From an optimization exercise on the open Yosys and OpenROAD flow, aimed at small area, a short achievable clock period and few clock cycles per item; shortcuts taken in it are not production practice. Where RTL was checked, it was by simulation tests only, not by an equivalence proof against the original. For runs 2 to 4, only the layout was checked, not whether the RTL still works. Power figures rest on the tool's default switching activity, not on a simulated workload.

[design/flow/run.sh]
#!/bin/bash
# synth_recipe.tcl (not shown) runs the flow's synth.tcl, then flattens the netlist and writes it again
# the make line also repeats each setting of config.mk as NAME=value (left out here)
make -C /OpenROAD-flow-scripts/flow DESIGN_CONFIG=/design/flow/config.mk WORK_HOME=/design/flow/orfs CLKGATE_MAP_FILE= SYNTH_SCRIPT=/design/flow/synth_recipe.tcl finish
[design/flow/config.mk]
export PLATFORM = sky130hd
export DESIGN_NAME = weighted_write_coalescing_buffer_unit
export DESIGN_NICKNAME = weighted_write_coalescing_buffer_unit
export VERILOG_FILES = /design/flow/design.v
export SDC_FILE = /design/flow/constraint.sdc
export NUM_CORES = 4
export LEC_CHECK = 0
export CAP_MARGIN = 20
export CORE_MARGIN = 2
export CORE_UTILIZATION = 40
export SLEW_MARGIN = 20
[design/flow/constraint.sdc]
create_clock -name core_clock -period 6.0 [get_ports {clock}]
set_input_delay 1.2000 -clock core_clock [delete_from_list [all_inputs] [get_ports {clock}]]
set_output_delay 1.2000 -clock core_clock [all_outputs]
set_load 0.01 [all_outputs]
[design/flow/design.v]
`timescale 1ns / 1ps
package wwcb_pkg;
   localparam int BUFFER_DEPTH = 32;
   localparam int IDX_W        = 5;
   localparam int CNT_W        = 6;
   localparam int ITEM_W       = 16;
   localparam int MODEM_W      = 3;
   localparam int KEY_W        = ITEM_W + MODEM_W;
   localparam int CLASS_W      = 3;
   localparam int WEIGHT_W     = 8;
   localparam int CLIM_W       = 6;
   localparam int SERIAL_W     = 32;
   localparam int CSR_ADDR_W   = 3;
   localparam int CSR_DATA_W   = 32;
   localparam logic [WEIGHT_W-1:0] WEIGHT_LIMIT_RESET = 8'd20;
   localparam logic [CLIM_W-1:0]   COUNT_LIMIT_RESET  = 6'd32;
   localparam logic REG_WEIGHT_LIMIT = 1'b0;
   localparam logic REG_COUNT_LIMIT  = 1'b1;
   localparam logic MODE_ADD   = 1'b0;
   localparam logic MODE_FLUSH = 1'b1;
   function automatic logic [WEIGHT_W-1:0] class_weight(input logic [CLASS_W-1:0] wclass);
      logic [WEIGHT_W-1:0] w;
      unique case (wclass)
         3'd0:    w = 8'd20;
         3'd1:    w = 8'd1;
         3'd2:    w = 8'd1;
         3'd3:    w = 8'd1;
         3'd4:    w = 8'd1;
         3'd5:    w = 8'd1;
         default: w = 8'd0;
      endcase
      class_weight = w;
   endfunction
endpackage
`timescale 1ns / 1ps
import wwcb_pkg::*;
module wwcb_csr (
   input  logic                                clock,
   input  logic                                reset,
   input  logic                                csr_psel,
   input  logic                                csr_penable,
   input  logic                                csr_pwrite,
   input  logic [wwcb_pkg::CSR_ADDR_W-1:0]     csr_paddr,
   input  logic [wwcb_pkg::CSR_DATA_W-1:0]     csr_pwdata,
   output logic [wwcb_pkg::CSR_DATA_W-1:0]     csr_prdata,
   output logic                                csr_pready,
   output logic [wwcb_pkg::WEIGHT_W-1:0]       limit_weight,
   output logic [wwcb_pkg::CLIM_W-1:0]         limit_count
);
   logic [WEIGHT_W-1:0] weight_limit_ff, weight_limit_in;
   logic [CLIM_W-1:0]   count_limit_ff, count_limit_in;
   logic                wr_strobe;
   logic                reg_sel;
   assign csr_pready = 1'b1;
   assign wr_strobe  = csr_psel & csr_penable & csr_pwrite & csr_pready;
   assign reg_sel    = csr_paddr[2];
   always_comb begin
      weight_limit_in = weight_limit_ff;
      count_limit_in  = count_limit_ff;
      if (wr_strobe) begin
         unique case (reg_sel)
            REG_WEIGHT_LIMIT: weight_limit_in = csr_pwdata[WEIGHT_W-1:0];
            REG_COUNT_LIMIT:  count_limit_in  = csr_pwdata[CLIM_W-1:0];
            default:          ;
         endcase
      end
   end
   always_ff @(posedge clock) begin
      if (reset) begin
         weight_limit_ff <= WEIGHT_LIMIT_RESET;
         count_limit_ff  <= COUNT_LIMIT_RESET;
      end else begin
         weight_limit_ff <= weight_limit_in;
         count_limit_ff  <= count_limit_in;
      end
   end
   always_comb begin
      unique case (reg_sel)
         REG_WEIGHT_LIMIT: csr_prdata = {{(CSR_DATA_W-WEIGHT_W){1'b0}}, weight_limit_ff};
         REG_COUNT_LIMIT:  csr_prdata = {{(CSR_DATA_W-CLIM_W){1'b0}}, count_limit_ff};
         default:          csr_prdata = '0;
      endcase
   end
   assign limit_weight = weight_limit_ff;
   assign limit_count  = count_limit_ff;
endmodule
`timescale 1ns / 1ps
import wwcb_pkg::*;
module wwcb_entry_ram (
   input  logic                           clock,
   input  logic                           reset,
   input  logic                           wr_en,
   input  logic [wwcb_pkg::IDX_W-1:0]     wr_addr,
   input  logic [wwcb_pkg::KEY_W-1:0]     wr_data,
   input  logic                           act_set,
   input  logic                           act_clr,
   input  logic [wwcb_pkg::KEY_W-1:0]     cmp_key,
   output logic                           match,
   input  logic [wwcb_pkg::IDX_W-1:0]     rd_addr,
   output logic [wwcb_pkg::KEY_W-1:0]     rdata
);
   logic [KEY_W-1:0]        mem [BUFFER_DEPTH];
   logic [BUFFER_DEPTH-1:0] act;
   logic [BUFFER_DEPTH-1:0] hit;
   always_ff @(posedge clock) begin
      if (wr_en) begin
         mem[wr_addr] <= wr_data;
      end
   end
   always_ff @(posedge clock) begin
      for (int i = 0; i < BUFFER_DEPTH; i++) begin
         if (reset || act_clr) begin
            act[i] <= 1'b0;
         end else if (act_set && (wr_addr == IDX_W'(i))) begin
            act[i] <= 1'b1;
         end
      end
   end
   always_comb begin
      for (int i = 0; i < BUFFER_DEPTH; i++) begin
         hit[i] = act[i] & (mem[i] == cmp_key);
      end
   end
   assign match = |hit;
   assign rdata = mem[rd_addr];
endmodule
`timescale 1ns / 1ps
import wwcb_pkg::*;
module wwcb_ctrl #(
   parameter bit TWO_BATCH = 1'b1
) (
   input  logic                               clock,
   input  logic                               reset,
   input  logic [wwcb_pkg::WEIGHT_W-1:0]      limit_weight,
   input  logic [wwcb_pkg::CLIM_W-1:0]        limit_count,
   input  logic                               req_valid,
   output logic                               req_ready,
   input  logic                               req_mode,
   input  logic [wwcb_pkg::ITEM_W-1:0]        req_item_id,
   input  logic [wwcb_pkg::MODEM_W-1:0]       req_modem_index,
   input  logic [wwcb_pkg::CLASS_W-1:0]       req_weight_class,
   output logic                               rsp_valid,
   input  logic                               rsp_ready,
   output logic [wwcb_pkg::ITEM_W-1:0]        rsp_out_item_id,
   output logic [wwcb_pkg::MODEM_W-1:0]       rsp_out_modem_index,
   output logic [wwcb_pkg::SERIAL_W-1:0]      rsp_batch_serial,
   output logic                               rsp_last,
   output logic                               ram_wr_en,
   output logic [wwcb_pkg::IDX_W-1:0]         ram_wr_addr,
   output logic [wwcb_pkg::KEY_W-1:0]         ram_wr_data,
   output logic                               ram_act_set,
   output logic                               ram_act_clr,
   output logic [wwcb_pkg::KEY_W-1:0]         ram_cmp_key,
   input  logic                               ram_match,
   output logic [wwcb_pkg::IDX_W-1:0]         ram_rd_addr,
   input  logic [wwcb_pkg::KEY_W-1:0]         ram_rdata
);
   logic                 s_valid;
   logic                 s_mode;
   logic [KEY_W-1:0]     s_key;
   logic [CLASS_W-1:0]   s_cls;
   logic [CNT_W-1:0]     act_cnt;      
   logic [WEIGHT_W-1:0]  weight;
   logic [SERIAL_W-1:0]  serial;       
   logic [SERIAL_W-1:0]  head_serial;  
   logic [CNT_W-1:0]     rem1;         
   logic [CNT_W-1:0]     n2;           
   logic [IDX_W-1:0]     head;
   logic [IDX_W-1:0]     tail;
   logic [CNT_W-1:0]     occ;          
   logic                 s_add;
   logic [WEIGHT_W:0]    wsum;
   logic [WEIGHT_W-1:0]  new_w;
   logic                 w_hit;
   logic                 can_app;
   logic                 append;
   logic [CNT_W:0]       cnt_p1;
   logic                 c_hit_app;
   logic                 c_hit_no;
   logic                 rel_need;
   logic                 maybe_rel;
   logic                 rel_busy;
   logic                 full;
   logic                 stall;
   logic                 fire;
   logic                 release_b;
   logic [CNT_W-1:0]     new_cnt;
   logic [CNT_W-1:0]     rel_n;
   logic                 pop;
   logic                 pop_last;
   logic [CNT_W-1:0]     rem1_after;
   assign s_add     = ~s_mode;
   assign wsum      = {1'b0, weight} + {1'b0, wwcb_pkg::class_weight(s_cls)};
   assign new_w     = wsum[WEIGHT_W] ? {WEIGHT_W{1'b1}} : wsum[WEIGHT_W-1:0];
   assign w_hit     = (new_w >= limit_weight);
   assign can_app   = ~act_cnt[CNT_W-1];
   assign append    = s_add & ~ram_match & can_app;
   assign new_cnt   = act_cnt + CNT_W'(append);
   assign cnt_p1    = {1'b0, act_cnt} + 7'd1;
   assign c_hit_app = (cnt_p1 >= {1'b0, limit_count});
   assign c_hit_no  = (act_cnt >= limit_count);
   assign rel_need  = s_mode | w_hit | (append ? c_hit_app : c_hit_no);
   assign maybe_rel = s_mode | w_hit | c_hit_app;
   assign rel_busy  = TWO_BATCH ? (n2 != '0) : (rem1 != '0);
   assign full      = occ[CNT_W-1];
   assign stall     = (maybe_rel & rel_busy) | (s_add & full & can_app);
   assign fire      = s_valid & ~stall;
   assign release_b = fire & rel_need;
   assign rel_n     = s_add ? new_cnt : act_cnt;
   assign req_ready = ~s_valid | ~stall;
   assign rsp_valid  = (rem1 != '0);
   assign pop        = rsp_valid & rsp_ready;
   assign pop_last   = pop & (rem1 == CNT_W'(1));
   assign rem1_after = rem1 - CNT_W'(pop);
   assign ram_wr_en   = fire & s_add & ~full;
   assign ram_wr_addr = tail;
   assign ram_wr_data = s_key;
   assign ram_act_set = fire & append;
   assign ram_act_clr = release_b;
   assign ram_cmp_key = s_key;
   assign ram_rd_addr = head;
   always_ff @(posedge clock) begin
      if (req_valid & req_ready) begin
         s_mode <= req_mode;
         s_key  <= {req_item_id, req_modem_index};
         s_cls  <= req_weight_class;
      end
   end
   always_ff @(posedge clock) begin
      if (reset) begin
         s_valid <= 1'b0;
         act_cnt <= '0;
         weight  <= '0;
         serial  <= '0;
         rem1    <= '0;
         n2      <= '0;
         head    <= '0;
         tail    <= '0;
         occ     <= '0;
      end else begin
         if (req_valid & req_ready) begin
            s_valid <= 1'b1;
         end else if (fire) begin
            s_valid <= 1'b0;
         end
         if (fire) begin
            if (release_b) begin
               act_cnt <= '0;
               weight  <= '0;
               serial  <= serial + SERIAL_W'(1);
            end else begin
               act_cnt <= new_cnt;
               weight  <= new_w;
            end
         end
         tail <= tail + IDX_W'(fire & append);
         head <= head + IDX_W'(pop);
         occ  <= occ + CNT_W'(fire & append) - CNT_W'(pop);
         if (release_b && rel_n != '0) begin
            if (rem1_after == '0) begin
               rem1 <= rel_n;
            end else begin
               rem1 <= rem1_after;
               n2   <= rel_n;
            end
         end else if (TWO_BATCH && pop_last) begin
            rem1 <= n2;
            n2   <= '0;
         end else begin
            rem1 <= rem1_after;
         end
      end
   end
   always_ff @(posedge clock) begin
      if (release_b && rel_n != '0 && rem1_after == '0) begin
         head_serial <= serial + SERIAL_W'(1);
      end else if (pop_last) begin
         head_serial <= serial;
      end
   end
   assign rsp_out_item_id     = ram_rdata[KEY_W-1:MODEM_W];
   assign rsp_out_modem_index = ram_rdata[MODEM_W-1:0];
   assign rsp_batch_serial    = TWO_BATCH ? head_serial : serial;
   assign rsp_last            = (rem1 == CNT_W'(1));
endmodule
`timescale 1ns / 1ps
import wwcb_pkg::*;
module weighted_write_coalescing_buffer_unit (
   input  logic                               clock,
   input  logic                               reset,
   input  logic                               req_valid,
   output logic                               req_ready,
   input  logic                               req_mode,
   input  logic [wwcb_pkg::ITEM_W-1:0]        req_item_id,
   input  logic [wwcb_pkg::MODEM_W-1:0]       req_modem_index,
   input  logic [wwcb_pkg::CLASS_W-1:0]       req_weight_class,
   output logic                               rsp_valid,
   input  logic                               rsp_ready,
   output logic [wwcb_pkg::ITEM_W-1:0]        rsp_out_item_id,
   output logic [wwcb_pkg::MODEM_W-1:0]       rsp_out_modem_index,
   output logic [wwcb_pkg::SERIAL_W-1:0]      rsp_batch_serial,
   output logic                               rsp_last,
   input  logic                               csr_psel,
   input  logic                               csr_penable,
   input  logic                               csr_pwrite,
   input  logic [wwcb_pkg::CSR_ADDR_W-1:0]    csr_paddr,
   input  logic [wwcb_pkg::CSR_DATA_W-1:0]    csr_pwdata,
   output logic [wwcb_pkg::CSR_DATA_W-1:0]    csr_prdata,
   output logic                               csr_pready
);
   logic [WEIGHT_W-1:0] limit_weight;
   logic [CLIM_W-1:0]   limit_count;
   logic                ram_wr_en;
   logic [IDX_W-1:0]    ram_wr_addr;
   logic [KEY_W-1:0]    ram_wr_data;
   logic                ram_act_set;
   logic                ram_act_clr;
   logic [KEY_W-1:0]    ram_cmp_key;
   logic                ram_match;
   logic [IDX_W-1:0]    ram_rd_addr;
   logic [KEY_W-1:0]    ram_rdata;
   wwcb_csr u_csr (
      .clock       (clock),
      .reset       (reset),
      .csr_psel    (csr_psel),
      .csr_penable (csr_penable),
      .csr_pwrite  (csr_pwrite),
      .csr_paddr   (csr_paddr),
      .csr_pwdata  (csr_pwdata),
      .csr_prdata  (csr_prdata),
      .csr_pready  (csr_pready),
      .limit_weight (limit_weight),
      .limit_count  (limit_count)
   );
   wwcb_entry_ram u_entry_ram (
      .clock       (clock),
      .reset       (reset),
      .wr_en       (ram_wr_en),
      .wr_addr     (ram_wr_addr),
      .wr_data     (ram_wr_data),
      .act_set     (ram_act_set),
      .act_clr     (ram_act_clr),
      .cmp_key     (ram_cmp_key),
      .match       (ram_match),
      .rd_addr     (ram_rd_addr),
      .rdata       (ram_rdata)
   );
   wwcb_ctrl u_ctrl (
      .clock               (clock),
      .reset               (reset),
      .limit_weight        (limit_weight),
      .limit_count         (limit_count),
      .req_valid           (req_valid),
      .req_ready           (req_ready),
      .req_mode            (req_mode),
      .req_item_id         (req_item_id),
      .req_modem_index     (req_modem_index),
      .req_weight_class    (req_weight_class),
      .rsp_valid           (rsp_valid),
      .rsp_ready           (rsp_ready),
      .rsp_out_item_id     (rsp_out_item_id),
      .rsp_out_modem_index (rsp_out_modem_index),
      .rsp_batch_serial    (rsp_batch_serial),
      .rsp_last            (rsp_last),
      .ram_wr_en           (ram_wr_en),
      .ram_wr_addr         (ram_wr_addr),
      .ram_wr_data         (ram_wr_data),
      .ram_act_set         (ram_act_set),
      .ram_act_clr         (ram_act_clr),
      .ram_cmp_key         (ram_cmp_key),
      .ram_match           (ram_match),
      .ram_rd_addr         (ram_rd_addr),
      .ram_rdata           (ram_rdata)
   );
endmodule
==> run summary, run 1 <==
fraction of registers with async set/reset 0%; Synth Instances 2720; class of the tightest hold or removal check flop to flop; number of buffers created by CTS 88; FF-to-FF Start u_ctrl.s_key[5]; Seq/Total Area, Yosys 57.4%; peak supply drop 229 uV; Yosys top cell area share between 50 and 60%; capturing element of the worst setup path u_ctrl.rem1[0]; Rel. slew slack 33.9%; post-synthesis instance area 38900 um^2; cell at the root of the clock tree clkbuf_16; Tot GR Track Use roughly 22%; layout cell share with drive strength beyond 1 17.4%; number of violations reported at the end of detailed-routing iteration 0 2730; accumulated negative setup slack 0 ps; Crit Reg-Reg Endpoint u_ctrl.rem1[0]; Top FF cell, synth edfxtp_1; Final ANT Viol Nets 0; kind of end point of the critical path flop; Critical Setup Path Class flop to flop; cell count of the worst hold path 2; initial antenna violation count 8; Port Buffers 100; buffers from clock root to sink, at most 3; top cells by area in the synthesized netlist edfxtp_1 51%, xor2_1 12%, mux4_2 11%; total number of vias ~24000; global-route wire length before repair 164000 um; reg2reg setup slack about 430 ps; startpoint type of the worst setup path flop; Final GP Congestion 0.912; clock tree from TritonCTS done; layout-stage area growth over the synthesis result 15.0%; actual slew at the worst max-slew pin 988 ps; Static Leakage 0.0148 uW; count leader, synth edfxtp_1; Synth top cells by count 663 x edfxtp_1, 525 x xor2_1, 190 x mux4_2, 167 x nor2_1, 166 x xnor2_1; number of cells on the worst reg-to-reg path 19; core region area 96600 um^2; number of rows in the core area 114; final routed wire length divided by cell count roughly 27 um; number of top-level design ports 152; synthesized area divided by synthesized cell count approximately 14 um^2; x dimension of the die 316 um; worst clock skew 29.1 ps; half-perimeter wire length after detailed placement 78600 um; total of warnings raised by yosys 3; global-route congestion overflow total 0; Final setup violation count 0; ratio of final minimum period to clock period between 90% and 100%; max-capacitance violation count 0; Detailed Route WL 112000 um; clock network latency to the later pin of the worst-skew pair 670 ps; library cells used by synthesis 58; Highest Clock Rate 180 MHz; critical path peak fanout 64; final non-filler cell area ~45000 um^2; area leader, netlist edfxtp_1; first drt pass iteration count 7; final hold violation count 0; arrival time at the worst endpoint 6070 ps; final routed DRC violation total 0; Total Die Area 99700 um^2; largest net degree at the start of global routing 65; layout net count 2968; CTS H-tree depth 3; CTS clock-pin slew for the worst setup and hold paths 60 ps; die boundary height 316 um; final slew viol count 0; status finished clean; flip-flop and latch count after synthesis ~780; minimum clock period after layout 5570 ps; TritonCTS sink count 784; power density relative to cell area roughly 330 nW/um^2; number of synthesized flops with an enable pin ~660; initial core utilization 40.3%; placed cell area ~42000 um^2; launching element of the worst setup path u_ctrl.s_key[5]; number of global-route vias before repair approximately 24000; required time at the endpoint of the critical path roughly 6500 ps; setup repair after global routing missed its margin false; Via density 5.64
-- layout make-up --
type,count,area [um^2]
diodes,1,2.50
clock buffers,115,2380
clock inverters,48,532
fillers,8364,51800
inverters,31,116
multi-input cells,1732,15400
flip-flops and latches,784,22300
well taps,1276,1600
repair buffers,225,2330
-- placed cells by master, fill, tap and decap left out, types with 36 or more instances in the layout --
master,n
a21oi_1,36
buf_4,95
clkbuf_16,89
clkdlybuf4s50_1,98
dfxtp_1,117
edfxtp_1,663
ha_1,40
mux4_2,190
nand2_1,92
nand3_1,72
nand4_1,71
nor2_1,144
nor4_1,115
xnor2_1,166
xor2_1,525
-- cells by family after synthesis --
kind of cell / count (synthesis) / share of synthesized area [%]
adder cells (fa/ha/maj): 41 / 1.34
buffers and inverters: 227 / 3.40
AO/OA/AOI/OAI: 132 / 2.21
other: 2 / 0.0193
flip-flops: 784 / 57.4
multiplexers: 225 / 12.0
XOR/XNOR: 691 / 15.6
AND/OR/NAND/NOR: 618 / 8.07
-- where the power goes --
group | total, uW | internal [uW] | switching (uW)
Sequential | 6180 | 6030 | 144
Clock | 5480 | 3240 | 2230
Combinational | 2960 | 1310 | 1650
-- repair_timing --
action,4_1_cts,5_1_grt
endpoints found under the setup margin,1,15
pin swaps,2,1
hold buffers,0,0
gates resized for setup,4,5
buffers inserted,2,3
cloned,0,0
-- state kept, by name (all words and copies together) (netlist names) --
register / count
u_ctrl.head_serial: 32
u_csr.count_limit_ff: 6
u_ctrl.n2: 6
u_ctrl.rem1: 6
u_entry_ram.act: 32
u_ctrl.s_mode: 1
u_ctrl.head: 5
u_ctrl.s_valid: 1
u_ctrl.tail: 5
u_csr.weight_limit_ff: 8
u_ctrl.act_cnt: 6
u_ctrl.s_key: 19
u_ctrl.weight: 8
u_ctrl.s_cls: 3
u_ctrl.serial: 32
u_ctrl.occ: 6
u_entry_ram.mem: 608
-- worst min path at each step --
stage               slack, ps                to              from
finish                    460  u_ctrl.weight[4]  u_ctrl.weight[4]
global route              500  u_ctrl.weight[4]  u_ctrl.weight[4]
CTS                       470  u_ctrl.weight[4]  u_ctrl.weight[4]
detailed placement        460  u_ctrl.weight[4]  u_ctrl.weight[4]
global placement          450  u_ctrl.weight[4]  u_ctrl.weight[4]
floorplan                 440  u_ctrl.weight[2]  u_ctrl.weight[2]
-- worst max-delay path, cell delays in order, from the launching register on --
cell      delay (ps)
edfxtp_1         380
buf_12           330
xor2_1           240
nor4_1           100
nand4_1          170
o22ai_1          120
or4_1            580
nor4_4           440
nand2_1          150
inv_1            160
ha_1             200
ha_1             250
mux2_2           310
or3_1            310
or4_1            540
nor2b_1          160
and2_1           440
buf_4            290
nand2_1           70
a21oi_1           60
-- metal layers --
metal / up-vias / routed length, um / share of wire (%) / global-route usage (%)
met4: 0 / 2300 / 2.0 / 5.32
met3: 133 / 9210 / 8.2 / 4.18
met5: - / 0 / 0 / 0
met2: 1019 / 53400 / 47 / 36.2
li1: 10349 / - / - / -
met1: 12261 / 47600 / 42 / 31.6
-- through the flow --
step / setup WS [ps] / instances / total power (uW) / utilization, % / hold slack [ps]
floorplan: 381 / 2743 / 8050 / - / 436
global placement: 320 / 4043 / 9190 / 43.2 / 447
detailed placement: 230 / 4043 / 9220 / 43.2 / 457
CTS: 5.33 / 4208 / 14700 / 46.3 / 465
global route: 143 / 4211 / 15100 / 46.3 / 496
finish: 431 / 4212 / 14600 / 46.3 / 462
Testbench counts, summed over its fixed seeds: cycles 12,575, items 12,000.
==> run 2, diff against run 1 <==
--- a/design/flow/design.v
+++ b/design/flow/design.v
@@ -94,6 +94,7 @@
    input  logic [wwcb_pkg::KEY_W-1:0]     wr_data,
    input  logic                           act_set,
    input  logic                           act_clr,
+   input  logic                           cmp_en,
    input  logic [wwcb_pkg::KEY_W-1:0]     cmp_key,
    output logic                           match,
    input  logic [wwcb_pkg::IDX_W-1:0]     rd_addr,
@@ -101,7 +102,9 @@
 );
    logic [KEY_W-1:0]        mem [BUFFER_DEPTH];
    logic [BUFFER_DEPTH-1:0] act;
-   logic [BUFFER_DEPTH-1:0] hit;
+   logic [BUFFER_DEPTH-1:0] eqv;
+   logic [BUFFER_DEPTH-1:0] eqv_in;
+   logic                    eq_wr;
    always_ff @(posedge clock) begin
       if (wr_en) begin
          mem[wr_addr] <= wr_data;
@@ -116,19 +119,23 @@
          end
       end
    end
+   assign eq_wr = (wr_data == cmp_key);
    always_comb begin
       for (int i = 0; i < BUFFER_DEPTH; i++) begin
-         hit[i] = act[i] & (mem[i] == cmp_key);
+         eqv_in[i] = (wr_en && (wr_addr == IDX_W'(i))) ? eq_wr : (mem[i] == cmp_key);
       end
    end
-   assign match = |hit;
+   always_ff @(posedge clock) begin
+      if (cmp_en) begin
+         eqv <= eqv_in;
+      end
+   end
+   assign match = |(eqv & act);
    assign rdata = mem[rd_addr];
 endmodule
 `timescale 1ns / 1ps
 import wwcb_pkg::*;
-module wwcb_ctrl #(
-   parameter bit TWO_BATCH = 1'b1
-) (
+module wwcb_ctrl (
    input  logic                               clock,
    input  logic                               reset,
    input  logic [wwcb_pkg::WEIGHT_W-1:0]      limit_weight,
@@ -150,6 +157,7 @@
    output logic [wwcb_pkg::KEY_W-1:0]         ram_wr_data,
    output logic                               ram_act_set,
    output logic                               ram_act_clr,
+   output logic                               ram_cmp_en,
    output logic [wwcb_pkg::KEY_W-1:0]         ram_cmp_key,
    input  logic                               ram_match,
    output logic [wwcb_pkg::IDX_W-1:0]         ram_rd_addr,
@@ -161,13 +169,14 @@
    logic [CLASS_W-1:0]   s_cls;
    logic [CNT_W-1:0]     act_cnt;      
    logic [WEIGHT_W-1:0]  weight;
-   logic [SERIAL_W-1:0]  serial;       
-   logic [SERIAL_W-1:0]  head_serial;  
+   logic [SERIAL_W-1:0]  hs;           
+   logic [1:0]           dser;         
    logic [CNT_W-1:0]     rem1;         
    logic [CNT_W-1:0]     n2;           
    logic [IDX_W-1:0]     head;
    logic [IDX_W-1:0]     tail;
    logic [CNT_W-1:0]     occ;          
+   logic                 accept;
    logic                 s_add;
    logic [WEIGHT_W:0]    wsum;
    logic [WEIGHT_W-1:0]  new_w;
@@ -179,7 +188,6 @@
    logic                 c_hit_no;
    logic                 rel_need;
    logic                 maybe_rel;
-   logic                 rel_busy;
    logic                 full;
    logic                 stall;
    logic                 fire;
@@ -189,38 +197,56 @@
    logic                 pop;
    logic                 pop_last;
    logic [CNT_W-1:0]     rem1_after;
+   logic                 n2_busy;
+   logic                 hs_cin;
+   logic [SERIAL_W-1:0]  hs_sum;
+   logic [SERIAL_W-1:0]  hs_sum0;
+   logic [SERIAL_W-1:0]  hs_sum1;
+   logic [IDX_W-1:0]     tail_p1;
+   logic [CNT_W-1:0]     occ_p1;
+   logic [CNT_W-1:0]     occ_m1;
    assign s_add     = ~s_mode;
    assign wsum      = {1'b0, weight} + {1'b0, wwcb_pkg::class_weight(s_cls)};
    assign new_w     = wsum[WEIGHT_W] ? {WEIGHT_W{1'b1}} : wsum[WEIGHT_W-1:0];
    assign w_hit     = (new_w >= limit_weight);
    assign can_app   = ~act_cnt[CNT_W-1];
    assign append    = s_add & ~ram_match & can_app;
-   assign new_cnt   = act_cnt + CNT_W'(append);
+   assign new_cnt   = append ? cnt_p1[CNT_W-1:0] : act_cnt;
    assign cnt_p1    = {1'b0, act_cnt} + 7'd1;
    assign c_hit_app = (cnt_p1 >= {1'b0, limit_count});
    assign c_hit_no  = (act_cnt >= limit_count);
    assign rel_need  = s_mode | w_hit | (append ? c_hit_app : c_hit_no);
    assign maybe_rel = s_mode | w_hit | c_hit_app;
-   assign rel_busy  = TWO_BATCH ? (n2 != '0) : (rem1 != '0);
+   assign n2_busy   = (n2 != '0);
    assign full      = occ[CNT_W-1];
-   assign stall     = (maybe_rel & rel_busy) | (s_add & full & can_app);
+   assign stall     = (maybe_rel & (n2_busy | (dser == 2'd3))) |
+                      (s_add & full & can_app);
    assign fire      = s_valid & ~stall;
    assign release_b = fire & rel_need;
-   assign rel_n     = s_add ? new_cnt : act_cnt;
+   assign rel_n     = new_cnt;
    assign req_ready = ~s_valid | ~stall;
+   assign accept    = req_valid & req_ready;
    assign rsp_valid  = (rem1 != '0);
    assign pop        = rsp_valid & rsp_ready;
    assign pop_last   = pop & (rem1 == CNT_W'(1));
    assign rem1_after = rem1 - CNT_W'(pop);
+   assign hs_cin     = release_b;
+   assign hs_sum0    = hs + SERIAL_W'(dser);
+   assign hs_sum1    = hs + SERIAL_W'(dser) + SERIAL_W'(1);
+   assign hs_sum     = hs_cin ? hs_sum1 : hs_sum0;
+   assign tail_p1    = tail + IDX_W'(1);
+   assign occ_p1     = occ + CNT_W'(1);
+   assign occ_m1     = occ - CNT_W'(1);
    assign ram_wr_en   = fire & s_add & ~full;
    assign ram_wr_addr = tail;
    assign ram_wr_data = s_key;
    assign ram_act_set = fire & append;
    assign ram_act_clr = release_b;
-   assign ram_cmp_key = s_key;
+   assign ram_cmp_en  = accept;
+   assign ram_cmp_key = {req_item_id, req_modem_index};
    assign ram_rd_addr = head;
    always_ff @(posedge clock) begin
-      if (req_valid & req_ready) begin
+      if (accept) begin
          s_mode <= req_mode;
          s_key  <= {req_item_id, req_modem_index};
          s_cls  <= req_weight_class;
@@ -231,14 +257,15 @@
          s_valid <= 1'b0;
          act_cnt <= '0;
          weight  <= '0;
-         serial  <= '0;
+         hs      <= '0;
+         dser    <= '0;
          rem1    <= '0;
          n2      <= '0;
          head    <= '0;
          tail    <= '0;
          occ     <= '0;
       end else begin
-         if (req_valid & req_ready) begin
+         if (accept) begin
             s_valid <= 1'b1;
          end else if (fire) begin
             s_valid <= 1'b0;
@@ -247,23 +274,33 @@
             if (release_b) begin
                act_cnt <= '0;
                weight  <= '0;
-               serial  <= serial + SERIAL_W'(1);
             end else begin
                act_cnt <= new_cnt;
                weight  <= new_w;
             end
          end
-         tail <= tail + IDX_W'(fire & append);
+         if (fire & append) begin
+            tail <= tail_p1;
+            if (!pop) begin
+               occ <= occ_p1;
+            end
+         end else if (pop) begin
+            occ <= occ_m1;
+         end
          head <= head + IDX_W'(pop);
-         occ  <= occ + CNT_W'(fire & append) - CNT_W'(pop);
-         if (release_b && rel_n != '0) begin
+         if (release_b) begin
             if (rem1_after == '0) begin
+               hs   <= hs_sum;
+               dser <= '0;
                rem1 <= rel_n;
             end else begin
+               dser <= dser + 2'd1;
                rem1 <= rem1_after;
                n2   <= rel_n;
             end
-         end else if (TWO_BATCH && pop_last) begin
+         end else if (pop_last) begin
+            hs   <= hs_sum;
+            dser <= '0;
             rem1 <= n2;
             n2   <= '0;
          end else begin
@@ -271,16 +308,9 @@
          end
       end
    end
-   always_ff @(posedge clock) begin
-      if (release_b && rel_n != '0 && rem1_after == '0) begin
-         head_serial <= serial + SERIAL_W'(1);
-      end else if (pop_last) begin
-         head_serial <= serial;
-      end
-   end
    assign rsp_out_item_id     = ram_rdata[KEY_W-1:MODEM_W];
    assign rsp_out_modem_index = ram_rdata[MODEM_W-1:0];
-   assign rsp_batch_serial    = TWO_BATCH ? head_serial : serial;
+   assign rsp_batch_serial    = hs;
    assign rsp_last            = (rem1 == CNT_W'(1));
 endmodule
 `timescale 1ns / 1ps
@@ -315,6 +345,7 @@
    logic [KEY_W-1:0]    ram_wr_data;
    logic                ram_act_set;
    logic                ram_act_clr;
+   logic                ram_cmp_en;
    logic [KEY_W-1:0]    ram_cmp_key;
    logic                ram_match;
    logic [IDX_W-1:0]    ram_rd_addr;
@@ -340,6 +371,7 @@
       .wr_data     (ram_wr_data),
       .act_set     (ram_act_set),
       .act_clr     (ram_act_clr),
+      .cmp_en      (ram_cmp_en),
       .cmp_key     (ram_cmp_key),
       .match       (ram_match),
       .rd_addr     (ram_rd_addr),
@@ -367,6 +399,7 @@
       .ram_wr_data         (ram_wr_data),
       .ram_act_set         (ram_act_set),
       .ram_act_clr         (ram_act_clr),
+      .ram_cmp_en          (ram_cmp_en),
       .ram_cmp_key         (ram_cmp_key),
       .ram_match           (ram_match),
       .ram_rd_addr         (ram_rd_addr),
==> run summary, run 2 <==
status finished clean; post-synthesis instance area 39600 um^2; class of the tightest hold or removal check flop to flop; initial antenna violation count 8; Crit Reg-Reg Endpoint u_entry_ram.mem[21][7]; clock network latency to the later pin of the worst-skew pair 680 ps; Final GP Congestion 0.901; final hold violation count 0; worst hold start u_entry_ram.act[23]; CTS H-tree depth 3; Worst Slack Setup Final 358 ps; sequential share of power 41.3%; global routing met1 resource utilization 34.6%; Detailed Route WL 129000 um; number of violations reported at the end of detailed-routing iteration 0 between 3000 and 4000; buffers from clock root to sink, at most 3; Clock power frac between 30% and 40%; end-of-flow core utilization 46.2%; number of buffers created by CTS 89; number of top-level design ports between 150 and 200; layout net count around 3100; die boundary height 318 um; register name with the most flops u_entry_ram.mem; actual slew at the worst max-slew pin 1160 ps; cell count of the worst hold path 2; Total Die Area 101000 um^2; Comb pwr share around 23%; global-route wire length before repair 184000 um; largest net degree at the start of global routing 81; Synth top cells by count 663 x edfxtp_1, 361 x xor2_1, 316 x xnor2_1, 190 x mux4_2, 151 x nor2_1; Final setup violation count 0; Final ANT Viol Nets 0; number of synthesized flops with an enable pin approximately 660; count of filler cells inserted in the layout just under 9000; busiest layer in global routing met2; Top FF cell, synth edfxtp_1; Static Leakage 0.0146 uW; longest individual stage delay on the worst path 540 ps; internal power contribution 10700 uW; instance count after placement with tap cells included approximately 4200; synthesized area divided by synthesized cell count between 10 and 15 um^2; critical path peak fanout 6; cell at the root of the clock tree clkbuf_16; FF-to-FF Start u_ctrl.s_cls[2]; Yosys top cell area share 50.3%; half-perimeter wire length after detailed placement 87600 um; fraction of registers with async set/reset 0%; Port Buffers 100; switching pwr around 4400 uW; total of warnings raised by yosys 3; flip-flop and latch count after synthesis a little under 800; Rel. slew slack between 20% and 30%; reg2reg setup slack 530 ps; total number of vias 25869; required time at the endpoint of the critical path 4800 ps; minimum clock period after layout 5640 ps; fin cells approximately 4300; x dimension of the die 318 um; Largest register FFs slightly above 600; accumulated negative setup slack 0 ps; slowest cell on the critical path clkdlybuf4s50_1; count leader, synth edfxtp_1; top cells by area in the synthesized netlist edfxtp_1 50%, mux4_2 11%, xor2_1 8.0%; net switching share of the total power between 20% and 30%; number of cells on the worst reg-to-reg path 22; final routed DRC violation total 0; first drt pass iteration count 6; final routed wire length divided by cell count 29.7 um; power density relative to cell area between 300 and 400 nW/um^2; ratio of final minimum period to clock period 94.0%; TritonCTS sink count roughly 790; layout-stage area growth over the synthesis result 14.7%; Seq/Total Area, Yosys 56.6%; Critical Setup Path Class flop to primary output; global-route congestion overflow total 0; Worst Hold End u_entry_ram.act[23]; peak supply drop 258 uV; initial core utilization 40.3%; kind of end point of the critical path primary output; Tot GR Track Use 25.0%; startpoint type of the worst setup path flop; pre-CTS setup slack 262 ps; number of rows in the core area 115; arrival time at the worst endpoint 4440 ps; number of global-route vias before repair about 25000; met3 global-route usage under 10%; Highest Clock Rate 177 MHz; max-capacitance violation count 0; final slew viol count 0; Via density 5.98; worst clock skew 59.7 ps; GR Util met2 40.7%; core region area between 90000 and 100000 um^2; CTS clock-pin slew for the worst setup and hold paths 60 ps; area leader, netlist edfxtp_1; total chip power 15100 uW; crit path cell chain nor3_2, a21oi_1, ha_1, ha_1, a21oi_1, nor2_1, o21ai_2, inv_1, nand3_1, nand2_1, ha_1, a21oi_1, o21ai_0, a211oi_2, o211ai_1, a21o_1, nand2_1, clkdlybuf4s50_1; commonest non-fill, non-tap cell in the layout edfxtp_1; Synth Instances 2822; layout cell share with drive strength beyond 1 17.6%; setup repair after global routing missed its margin false; library cells used by synthesis 73; clock tree from TritonCTS done; highest-count cells in the layout ignoring fill and taps 663 x edfxtp_1, 361 x xor2_1, 316 x xnor2_1, 190 x mux4_2, 139 x nor2_1
-- run 2: per-stage QoR --
step | cell area [um^2] | hold WS [ps]
5_1_grt | 45300 | 496
4_1_cts | 45300 | 469
2_1_floorplan | 39600 | 436
3_5_place_dp | 42400 | 456
6_report | 45400 | 470
3_3_place_gp | 42400 | 449
-- run 2: critical path, delay by kind of cell (launching register included) --
family | cells | cell delay [ps]
buffers and inverters | 2 | 630
DFF | 1 | 410
AOI/OAI and AO/OA | 8 | 1390
and+or+nand+nor | 5 | 670
adders and majority gates | 3 | 720
-- run 2: cell type report --
type	instances	area [um^2]	share of cell area (%)
Tap cell	1287	1610	3.55
Clock buffer	128	2540	5.59
Inverter	36	135	0.298
Clock inverter	39	395	0.872
Timing Repair Buffer	216	1910	4.21
Multi-Input combinational cell	1827	16400	36.1
Sequential cell	786	22400	49.4
Antenna cell	5	12.5	0.0276
-- run 2: how the worst max path moves through the flow --
| stage | cells after the start | end | startpoint |
|---|---|---|---|
| after floorplan | 20 | u_entry_ram.eqv[2] | u_ctrl.s_cls[2] |
| after global placement | 27 | u_ctrl.occ[5] | u_ctrl.s_cls[2] |
| after detailed placement | 26 | u_ctrl.occ[5] | u_ctrl.s_cls[2] |
| after CTS | 18 | req_ready | u_ctrl.s_cls[2] |
| after global routing | 18 | req_ready | u_ctrl.s_cls[2] |
| final | 18 | req_ready | u_ctrl.s_cls[2] |
-- run 2: what timing repair did --
item | CTS | global route
setup endpoints to repair | 1 | 160
hold buffers | 0 | 0
buffers inserted | 1 | 0
pin swaps | 1 | 1
gates resized for setup | 0 | 4
-- run 2: cell families after synthesis --
| group | after synthesis | synth area share [%] |
|---|---|---|
| AND/OR/NAND/NOR | 606 | 8.24 |
| other | 2 | 0.0190 |
| AO/OA/AOI/OAI | 223 | 3.73 |
| adder cells (fa/ha/maj) | 46 | 1.49 |
| multiplexers | 250 | 12.5 |
| XOR/XNOR | 677 | 15.0 |
| flip-flops | 786 | 56.6 |
| buffers and inverters | 232 | 2.46 |
-- run 2: power by group through the flow --
stage / Clock (uW) / Sequential [uW] / Combinational (uW)
2_1_floorplan: 0 / 6270 / 2130
5_1_grt: 5760 / 6260 / 3570
6_report: 5460 / 6250 / 3420
4_1_cts: 5540 / 6250 / 3410
3_3_place_gp: 0 / 6360 / 3350
3_5_place_dp: 0 / 6370 / 3380
-- run 2: per-layer routing --
layer	part of all wire, %	vias to the layer above
met4	2.5	2
met2	48	1314
met1	41	13459
met5	0.012	-
li1	-	10920
met3	9.2	174
==> run 3, diff against run 2 <==
--- a/design/flow/config.mk
+++ b/design/flow/config.mk
@@ -5,7 +5,8 @@
 export SDC_FILE = /design/flow/constraint.sdc
 export NUM_CORES = 4
 export LEC_CHECK = 0
+export ABC_CLOCK_PERIOD_IN_PS = 3000
 export CAP_MARGIN = 20
 export CORE_MARGIN = 2
-export CORE_UTILIZATION = 40
+export CORE_UTILIZATION = 60
 export SLEW_MARGIN = 20
==> run summary, run 3 <==
required time at the endpoint of the critical path 4800 ps; die boundary height 261 um; critical path peak fanout 4; number of buffers created by CTS 85; final hold violation count 0; Crit Reg-Reg Endpoint u_entry_ram.eqv[23]; layout cell share with drive strength beyond 1 17.3%; Static Leakage 0.0145 uW; largest net degree at the start of global routing 56; Highest Clock Rate 176 MHz; minimum clock period after layout 5680 ps; final routed wire length divided by cell count about 31 um; crit path cell chain nor3_2, a21oi_1, ha_1, ha_1, a21oi_1, nor2_1, o21ai_1, inv_1, nand3b_1, o21a_1, ha_1, a21o_1, a211oi_2, and2_1, o211ai_1, a21o_1, nand2_1, clkdlybuf4s50_1; FF-to-FF Start u_ctrl.s_cls[2]; initial core utilization 60.4%; commonest non-fill, non-tap cell in the layout edfxtp_1; actual slew at the worst max-slew pin approximately 1100 ps; cell at the root of the clock tree clkbuf_16; Final GP Congestion ~0.92; library cells used by synthesis 73; met1 layer wirelength in the final routing 47000 um; number of cells on the worst reg-to-reg path 23; Port Buffers 100; slowest cell on the critical path clkdlybuf4s50_1; worst clock skew ~35 ps; number of synthesized flops with an enable pin between 600 and 700; area leader, netlist edfxtp_1; core region area 65500 um^2; Via density 6.66; register name with the most flops u_entry_ram.mem; total of warnings raised by yosys 3; final routed DRC violation total 0; reg2reg setup slack 380 ps; longest individual stage delay on the worst path about 530 ps; clock network latency to the later pin of the worst-skew pair 650 ps; Final setup violation count 0; Synth Instances 2822; CTS clock-pin slew for the worst setup and hold paths around 60 ps; number of global-route vias before repair 25154; synthesized area divided by synthesized cell count 14.0 um^2; Seq/Total Area, Yosys about 57%; buffers from clock root to sink, at most 3; class of the tightest hold or removal check flop to flop; initial antenna violation count 5; power density relative to cell area 332 nW/um^2; Synth top cells by count 663 x edfxtp_1, 361 x xor2_1, 316 x xnor2_1, 190 x mux4_2, 151 x nor2_1; number of violations reported at the end of detailed-routing iteration 0 3272; Yosys top cell area share 50.3%; layout-stage area growth over the synthesis result 13.1%; arrival time at the worst endpoint 4480 ps; Min Hold Slack 468 ps; max-capacitance violation count 0; Tot GR Track Use 35.9%; setup repair after global routing missed its margin false; cell count of the worst hold path 2; Detailed Route WL 121000 um; status finished clean; worst hold start u_entry_ram.act[19]; Rel. slew slack 24.8%; global-route wire length before repair roughly 170000 um; total met2 wirelength after detailed routing about 56000 um; count leader, synth edfxtp_1; kind of end point of the critical path primary output; total number of vias 25836; logic depth of the worst setup path including buffers 18; number of rows in the core area 94; Total Die Area roughly 68000 um^2; post-cts hold buffer count 0; critical path's top delay family compound AO/OA/AOI/OAI gates; startpoint type of the worst setup path flop; global-route congestion overflow total 0; fraction of registers with async set/reset 0%; final slew viol count 0; CTS H-tree depth 3; CP bufs+invs 2; post-synthesis instance area 39600 um^2; top cells by area in the synthesized netlist edfxtp_1 50%, mux4_2 11%, xor2_1 8.0%; peak supply drop 290 uV; Detail Route met3 WL ~13000 um; layout net count 3056; top layer reached by signal wires met5; flip-flop and latch count after synthesis 786; Critical Setup Path Class flop to primary output; accumulated negative setup slack 0 ps; first drt pass iteration count 5; Most common cell on crit path ha_1; x dimension of the die 261 um; clock tree from TritonCTS done; Final ANT Viol Nets 0; ratio of final minimum period to clock period 94.7%; Largest register FFs 608; Worst Hold End u_entry_ram.act[19]; number of top-level design ports 152; highest-count cells in the layout ignoring fill and taps 663 x edfxtp_1, 361 x xor2_1, 316 x xnor2_1, 190 x mux4_2, 138 x nor2_1; half-perimeter wire length after detailed placement a little over 80000 um; TritonCTS sink count just under 800; Top FF cell, synth edfxtp_1
-- run 3: cell counts after synthesis --
Identical to the previous run, type by type.
-- run 3: worst max-delay path by stage --
stage | startpoint | endpoint
floorplan | u_ctrl.s_cls[2] | u_entry_ram.eqv[2]
global route | u_ctrl.s_cls[2] | req_ready
CTS | u_ctrl.s_cls[2] | req_ready
global placement | u_ctrl.s_cls[2] | u_entry_ram.eqv[17]
detailed placement | u_ctrl.s_cls[2] | u_entry_ram.eqv[17]
finish | u_ctrl.s_cls[2] | req_ready
-- run 3: logic make-up after synthesis --
kind of cell	synth area share [%]
other cells	0.0190
buf+inv	2.46
xor+xnor	15.0
flops	56.6
mux	12.5
simple gates	8.24
compound gates	3.73
fa+ha+maj	1.49
-- run 3: what timing repair did --
action | 4_1_cts | 5_1_grt
pin swaps | 1 | 2
setup buffers | 1 | 0
gates resized for setup | 1 | 5
endpoints found under the setup margin | 1 | 302
-- run 3: report_power, final --
part	switching (uW)	internal [uW]
combinational	1910	1510
sequential	197	6050
clock	2200	2970
total	4300	10500
-- run 3: final cells by class --
cell class | count | area [um^2]
Multi-Input combinational cell | 1827 | 16400
Fill cell | 4623 | 20800
Inverter | 36 | 135
Sequential cell | 786 | 22400
Timing Repair Buffer | 209 | 2000
Clock inverter | 51 | 485
Antenna cell | 2 | 5.00
Tap cell | 864 | 1080
Clock buffer | 106 | 2250
-- run 3: per-layer routing --
metal | GRT usage [%] | vias to the layer above
met4 | 13.3 | 6
met3 | 8.06 | 224
met1 | 49.5 | 13239
met5 | 0 | -
li1 | - | 10892
met2 | 56.2 | 1475
-- run 3: stage by stage --
step                worst slack, ps  area [um^2]  utilization, %  cells  total power (uW)
floorplan                      47.7        39600               -   2845              8400
global placement                216        41900            64.0   3720              9680
detailed placement              154        41900            64.0   3720              9720
CTS                             102        44700            68.2   3878             14900
global route                   23.2        44700            68.3   3879             15300
finish                          317        44700            68.3   3881             14800
-- run 3: tightest hold or removal path, delay by kind of cell, from the launching register on --
| kind | cells | cell delay [ps] |
|---|---|---|
| and+or+nand+nor | 1 | 70 |
| AOI/OAI and AO/OA | 1 | 40 |
| DFF | 1 | 320 |
==> run 4, diff against run 3 <==
--- a/design/flow/design.v
+++ b/design/flow/design.v
@@ -45,7 +45,9 @@
    output logic [wwcb_pkg::CSR_DATA_W-1:0]     csr_prdata,
    output logic                                csr_pready,
    output logic [wwcb_pkg::WEIGHT_W-1:0]       limit_weight,
-   output logic [wwcb_pkg::CLIM_W-1:0]         limit_count
+   output logic [wwcb_pkg::CLIM_W-1:0]         limit_count,
+   output logic                                limit_weight_we,
+   output logic [wwcb_pkg::WEIGHT_W-1:0]       limit_weight_wdata
 );
    logic [WEIGHT_W-1:0] weight_limit_ff, weight_limit_in;
    logic [CLIM_W-1:0]   count_limit_ff, count_limit_in;
@@ -83,6 +85,8 @@
    end
    assign limit_weight = weight_limit_ff;
    assign limit_count  = count_limit_ff;
+   assign limit_weight_we    = wr_strobe & (reg_sel == REG_WEIGHT_LIMIT);
+   assign limit_weight_wdata = csr_pwdata[WEIGHT_W-1:0];
 endmodule
 `timescale 1ns / 1ps
 import wwcb_pkg::*;
@@ -140,6 +144,8 @@
    input  logic                               reset,
    input  logic [wwcb_pkg::WEIGHT_W-1:0]      limit_weight,
    input  logic [wwcb_pkg::CLIM_W-1:0]        limit_count,
+   input  logic                               limit_weight_we,
+   input  logic [wwcb_pkg::WEIGHT_W-1:0]      limit_weight_wdata,
    input  logic                               req_valid,
    output logic                               req_ready,
    input  logic                               req_mode,
@@ -168,7 +174,7 @@
    logic [KEY_W-1:0]     s_key;
    logic [CLASS_W-1:0]   s_cls;
    logic [CNT_W-1:0]     act_cnt;      
-   logic [WEIGHT_W-1:0]  weight;
+   logic signed [WEIGHT_W:0] wrem;     
    logic [SERIAL_W-1:0]  hs;           
    logic [1:0]           dser;         
    logic [CNT_W-1:0]     rem1;         
@@ -178,9 +184,11 @@
    logic [CNT_W-1:0]     occ;          
    logic                 accept;
    logic                 s_add;
-   logic [WEIGHT_W:0]    wsum;
-   logic [WEIGHT_W-1:0]  new_w;
+   logic [WEIGHT_W-1:0]  cls_w;
    logic                 w_hit;
+   logic                 w_ge0;
+   logic                 w_ge1;
+   logic                 w_ge20;
    logic                 can_app;
    logic                 append;
    logic [CNT_W:0]       cnt_p1;
@@ -206,9 +214,17 @@
    logic [CNT_W-1:0]     occ_p1;
    logic [CNT_W-1:0]     occ_m1;
    assign s_add     = ~s_mode;
-   assign wsum      = {1'b0, weight} + {1'b0, wwcb_pkg::class_weight(s_cls)};
-   assign new_w     = wsum[WEIGHT_W] ? {WEIGHT_W{1'b1}} : wsum[WEIGHT_W-1:0];
-   assign w_hit     = (new_w >= limit_weight);
+   assign cls_w     = wwcb_pkg::class_weight(s_cls);
+   assign w_ge0     = (wrem <= 9'sd0);
+   assign w_ge1     = (wrem <= 9'sd1);
+   assign w_ge20    = (wrem <= 9'sd20);
+   always_comb begin
+      unique case (s_cls)
+         3'd0:                         w_hit = w_ge20;
+         3'd1, 3'd2, 3'd3, 3'd4, 3'd5: w_hit = w_ge1;
+         default:                      w_hit = w_ge0;
+      endcase
+   end
    assign can_app   = ~act_cnt[CNT_W-1];
    assign append    = s_add & ~ram_match & can_app;
    assign new_cnt   = append ? cnt_p1[CNT_W-1:0] : act_cnt;
@@ -237,7 +253,7 @@
    assign tail_p1    = tail + IDX_W'(1);
    assign occ_p1     = occ + CNT_W'(1);
    assign occ_m1     = occ - CNT_W'(1);
-   assign ram_wr_en   = fire & s_add & ~full;
+   assign ram_wr_en   = s_valid & ~full;
    assign ram_wr_addr = tail;
    assign ram_wr_data = s_key;
    assign ram_act_set = fire & append;
@@ -256,7 +272,7 @@
       if (reset) begin
          s_valid <= 1'b0;
          act_cnt <= '0;
-         weight  <= '0;
+         wrem    <= 9'sd20;
          hs      <= '0;
          dser    <= '0;
          rem1    <= '0;
@@ -273,12 +289,17 @@
          if (fire) begin
             if (release_b) begin
                act_cnt <= '0;
-               weight  <= '0;
             end else begin
                act_cnt <= new_cnt;
-               weight  <= new_w;
             end
          end
+         if (limit_weight_we) begin
+            wrem <= wrem + $signed({1'b0, limit_weight_wdata}) - $signed({1'b0, limit_weight});
+         end else if (release_b) begin
+            wrem <= $signed({1'b0, limit_weight});
+         end else if (fire) begin
+            wrem <= wrem - $signed({1'b0, cls_w});
+         end
          if (fire & append) begin
             tail <= tail_p1;
             if (!pop) begin
@@ -340,6 +361,8 @@
 );
    logic [WEIGHT_W-1:0] limit_weight;
    logic [CLIM_W-1:0]   limit_count;
+   logic                limit_weight_we;
+   logic [WEIGHT_W-1:0] limit_weight_wdata;
    logic                ram_wr_en;
    logic [IDX_W-1:0]    ram_wr_addr;
    logic [KEY_W-1:0]    ram_wr_data;
@@ -361,7 +384,9 @@
       .csr_prdata  (csr_prdata),
       .csr_pready  (csr_pready),
       .limit_weight (limit_weight),
-      .limit_count  (limit_count)
+      .limit_count  (limit_count),
+      .limit_weight_we    (limit_weight_we),
+      .limit_weight_wdata (limit_weight_wdata)
    );
    wwcb_entry_ram u_entry_ram (
       .clock       (clock),
@@ -382,6 +407,8 @@
       .reset               (reset),
       .limit_weight        (limit_weight),
       .limit_count         (limit_count),
+      .limit_weight_we     (limit_weight_we),
+      .limit_weight_wdata  (limit_weight_wdata),
       .req_valid           (req_valid),
       .req_ready           (req_ready),
       .req_mode            (req_mode),
--- a/design/flow/config.mk
+++ b/design/flow/config.mk
@@ -5,8 +5,8 @@
 export SDC_FILE = /design/flow/constraint.sdc
 export NUM_CORES = 4
 export LEC_CHECK = 0
-export ABC_CLOCK_PERIOD_IN_PS = 3000
 export CAP_MARGIN = 20
 export CORE_MARGIN = 2
-export CORE_UTILIZATION = 60
+export CORE_UTILIZATION = 40
+export SETUP_SLACK_MARGIN = 2.5
 export SLEW_MARGIN = 20
==> run summary, run 4 <==
Synth Instances 2883; end-of-flow core utilization between 40 and 50%; setup repair after global routing missed its margin true; accumulated negative setup slack 0 ps; highest-count cells in the layout ignoring fill and taps 663 x edfxtp_1, 633 x xnor2_1, 190 x mux4_2, 165 x nand4_1, 162 x buf_4; max-capacitance violation count 0; Reg area 22400 um^2; area leader, netlist edfxtp_1; pre-CTS setup slack 1170 ps; Synth Area in XOR/XNOR approximately 15%; Synth top cells by count 663 x edfxtp_1, 637 x xnor2_1, 190 x mux4_2, 166 x nor2_1, 165 x nand4_1; fraction of registers with async set/reset 0%; number of global-route vias before repair 26483; power density relative to cell area between 300 and 400 nW/um^2; library cells used by synthesis 85; half-perimeter wire length after detailed placement between 80000 and 90000 um; total of warnings raised by yosys 3; Worst Slack Setup Final 1580 ps; multi-input combinational cell area 17500 um^2; placed cell area 42800 um^2; Tot GR Track Use around a quarter; final non-filler cell area 48200 um^2; x dimension of the die 321 um; TritonCTS sink count 787; peak supply drop 271 uV; class of the tightest hold or removal check flop to flop; Crit Reg-Reg Endpoint u_ctrl.occ[5]; global-route wire length before repair 187000 um; Via density approximately 5.9; Critical Setup Path Class flop to primary output; global-route congestion overflow total 0; total number of vias 26689; Rel. slew slack 25.8%; number of violations reported at the end of detailed-routing iteration 0 3423; number of top-level design ports about 150; ratio of final minimum period to clock period 73.7%; Top FF cell, synth edfxtp_1; Total Die Area 103000 um^2; Largest register FFs between 600 and 700; final routed wire length divided by cell count 29.1 um; layout-stage area growth over the synthesis result 20.3%; top layer reached by signal wires met5; count leader, synth edfxtp_1; post-synthesis instance area 40100 um^2; main combinational cell family by area after synthesis XOR/XNOR gates; reg2reg setup slack 2240 ps; first drt pass iteration count 5; Final ANT Viol Nets 0; kind of end point of the critical path primary output; fin cells 4510; CTS clock-pin slew for the worst setup and hold paths 60 ps; status finished clean; number of rows in the core area 116; Final GP Congestion roughly 0.95; FF-to-FF Start u_ctrl.act_cnt[0]; CTS H-tree depth 3; number of synthesized flops with an enable pin ~660; Detail Route met3 WL 12900 um; Static Leakage approximately 0.015 uW; final hold violation count 0; Seq/Total Area, Yosys 55.8%; cell at the root of the clock tree clkbuf_16; core region area 99700 um^2; actual slew at the worst max-slew pin 1110 ps; instance count after placement with tap cells included 4205; top cells by area in the synthesized netlist edfxtp_1 50%, xnor2_1 14%, mux4_2 11%; minimum clock period after layout 4420 ps; number of cells on the worst reg-to-reg path 21; adder-cell share of the synthesized area 1.90%; layout cell share with drive strength beyond 1 24.6%; Detailed Route WL ~130000 um; largest net degree at the start of global routing 49; launching element of the worst setup path u_ctrl.head[0]; initial antenna violation count 5; share of the synthesized area in compound gates (AO/OA/AOI/OAI) 3.88%; layout net count roughly 3300; startpoint type of the worst setup path flop; flip-flop and latch count after synthesis 787; clock network latency to the later pin of the worst-skew pair 680 ps; portion of netlist area occupied by mux cells 12.4%; buffers from clock root to sink, at most 3; arrival time at the worst endpoint 3220 ps; initial core utilization around two fifths; number of buffers created by CTS 90; Port Buffers 100; post-cts hold buffer count 0; register name with the most flops u_entry_ram.mem; capturing element of the worst setup path rsp_out_item_id[15]; total met2 wirelength after detailed routing 60400 um; cell count of the worst hold path 2; met1 layer wirelength in the final routing 54000 um; Highest Clock Rate between 200 and 250 MHz; critical path peak fanout 8; final slew viol count 0; Yosys top cell area share 49.6%; commonest non-fill, non-tap cell in the layout edfxtp_1; count of filler cells inserted in the layout 8436; synthesized-area fraction occupied by and/or/nand/nor cells 8.08%; clock tree from TritonCTS done; required time at the endpoint of the critical path 4800 ps; die boundary height 321 um; synthesized area divided by synthesized cell count 13.9 um^2; final routed DRC violation total 0; worst clock skew ~40 ps; Final setup violation count 0
-- run 4: cell count changes in the layout (fill, tap and decap cells not counted), moves of 21 or more --
| cell | delta |
|---|---|
| and2_1 | -21 |
| buf_4 | +77 |
| buf_6 | +37 |
| clkdlybuf4s50_1 | -22 |
| mux2_2 | -28 |
| nand4_1 | +65 |
| nor4_1 | -70 |
| o21ai_0 | -30 |
| xnor2_1 | +317 |
| xor2_1 | -308 |
-- run 4: report_power, final --
| group | internal [uW] | switching [uW] | total, uW |
|---|---|---|---|
| clock network | 3310 | 2330 | 5640 |
| registers | 6070 | 108 | 6180 |
| logic | 1920 | 2060 | 3970 |
| total | 11300 | 4490 | 15800 |
-- run 4: stage by stage --
stage | hold slack [ps] | power (uW)
5_1_grt | 492 | 16200
3_3_place_gp | 447 | 9280
4_1_cts | 477 | 15600
6_report | 473 | 15800
3_5_place_dp | 458 | 9310
2_1_floorplan | 436 | 8160
-- run 4: per-layer routing --
metal	global-route usage [%]	up-vias
li1	-	11346
met1	35.2	13758
met2	39.6	1363
met3	5.51	220
met4	7.06	2
met5	0	-
-- run 4: what timing repair did --
item                                    CTS  global route
resized for setup                       220            86
endpoints found under the setup margin  180           117
setup buffers                            92            26
pin swaps                                44            41
gates cloned                             10             3
-- run 4: final cells by class --
type | instances | area share, %
Sequential cell | 787 | 46.5
Timing Repair Buffer | 329 | 7.04
Inverter | 57 | 0.467
Antenna cell | 6 | 0.0311
Tap cell | 1298 | 3.37
Clock buffer | 116 | 5.04
Clock inverter | 52 | 1.24
Multi-Input combinational cell | 1865 | 36.3
-- run 4: how the worst min path moves through the flow --
stage | startpoint | to | slack (ps)
after global placement | u_entry_ram.act[30] | u_entry_ram.act[30] | 450
final | u_entry_ram.act[4] | u_entry_ram.act[4] | 470
after CTS | u_entry_ram.act[3] | u_entry_ram.act[3] | 480
after detailed placement | u_entry_ram.act[4] | u_entry_ram.act[4] | 460
after global routing | u_entry_ram.act[3] | u_entry_ram.act[3] | 490
after floorplan | u_entry_ram.act[3] | u_entry_ram.act[3] | 440
-- run 4: worst max-delay path: stages, from the launching register on --
cell and delay [ps]:
dfxtp_4 400, buf_12 190, buf_12 130, buf_12 100, buf_16 130, mux4_2 530, mux4_2 580, mux2_4 340
buf_6 140
-- run 4: logic make-up (layout without fill, tap and decap cells) --
logic type,Yosys count,after routing
AND/OR/NAND/NOR,604,605
other,2,31
flip-flops,787,787
multiplexers,257,258
buffers and inverters,256,554
XOR/XNOR,691,691
adder cells (fa/ha/maj),55,55
AO/OA/AOI/OAI,231,231

-- what the ideal ports hide --
The flow's constraints put no driver on any port. The routed layouts listed below were extracted and timed again, unchanged, in two steps.
Step 1 sets driving cells, clkbuf_16 on the clock port and buf_2 on the other inputs (assumed; they add their load-dependent delay and slew).
Step 2 moves the port delays by t, midway between the first and last clock arrival at a register: inputs arrive t later, outputs are due t later. That takes back most of the time a late clock gives input paths.
Three values: no drivers, after step 1, after step 2; two values: the first two.
| run | shift t [ns] | slack for setup (ns) | worst setup path after step 2 | clock arrival spread, ns | worst slew at a driven data input, ns |
|---|---|---|---|---|---|
| run 1 | 0.716 | 0.431 / 0.431 / 0.431 | register to register | 0.029 / 0.029 | 0.05 |
| run 2 | 0.724 | 0.358 / 0.284 / 0.533 | register to register | 0.060 / 0.060 | 0.07 |
| run 3 | 0.696 | 0.317 / 0.250 / 0.376 | register to register | 0.035 / 0.035 | 0.08 |
| run 4 | 0.725 | 1.577 / 1.513 / 1.787 | input to register | 0.044 / 0.044 | 0.11 |
After both steps every run listed still meets setup and hold.
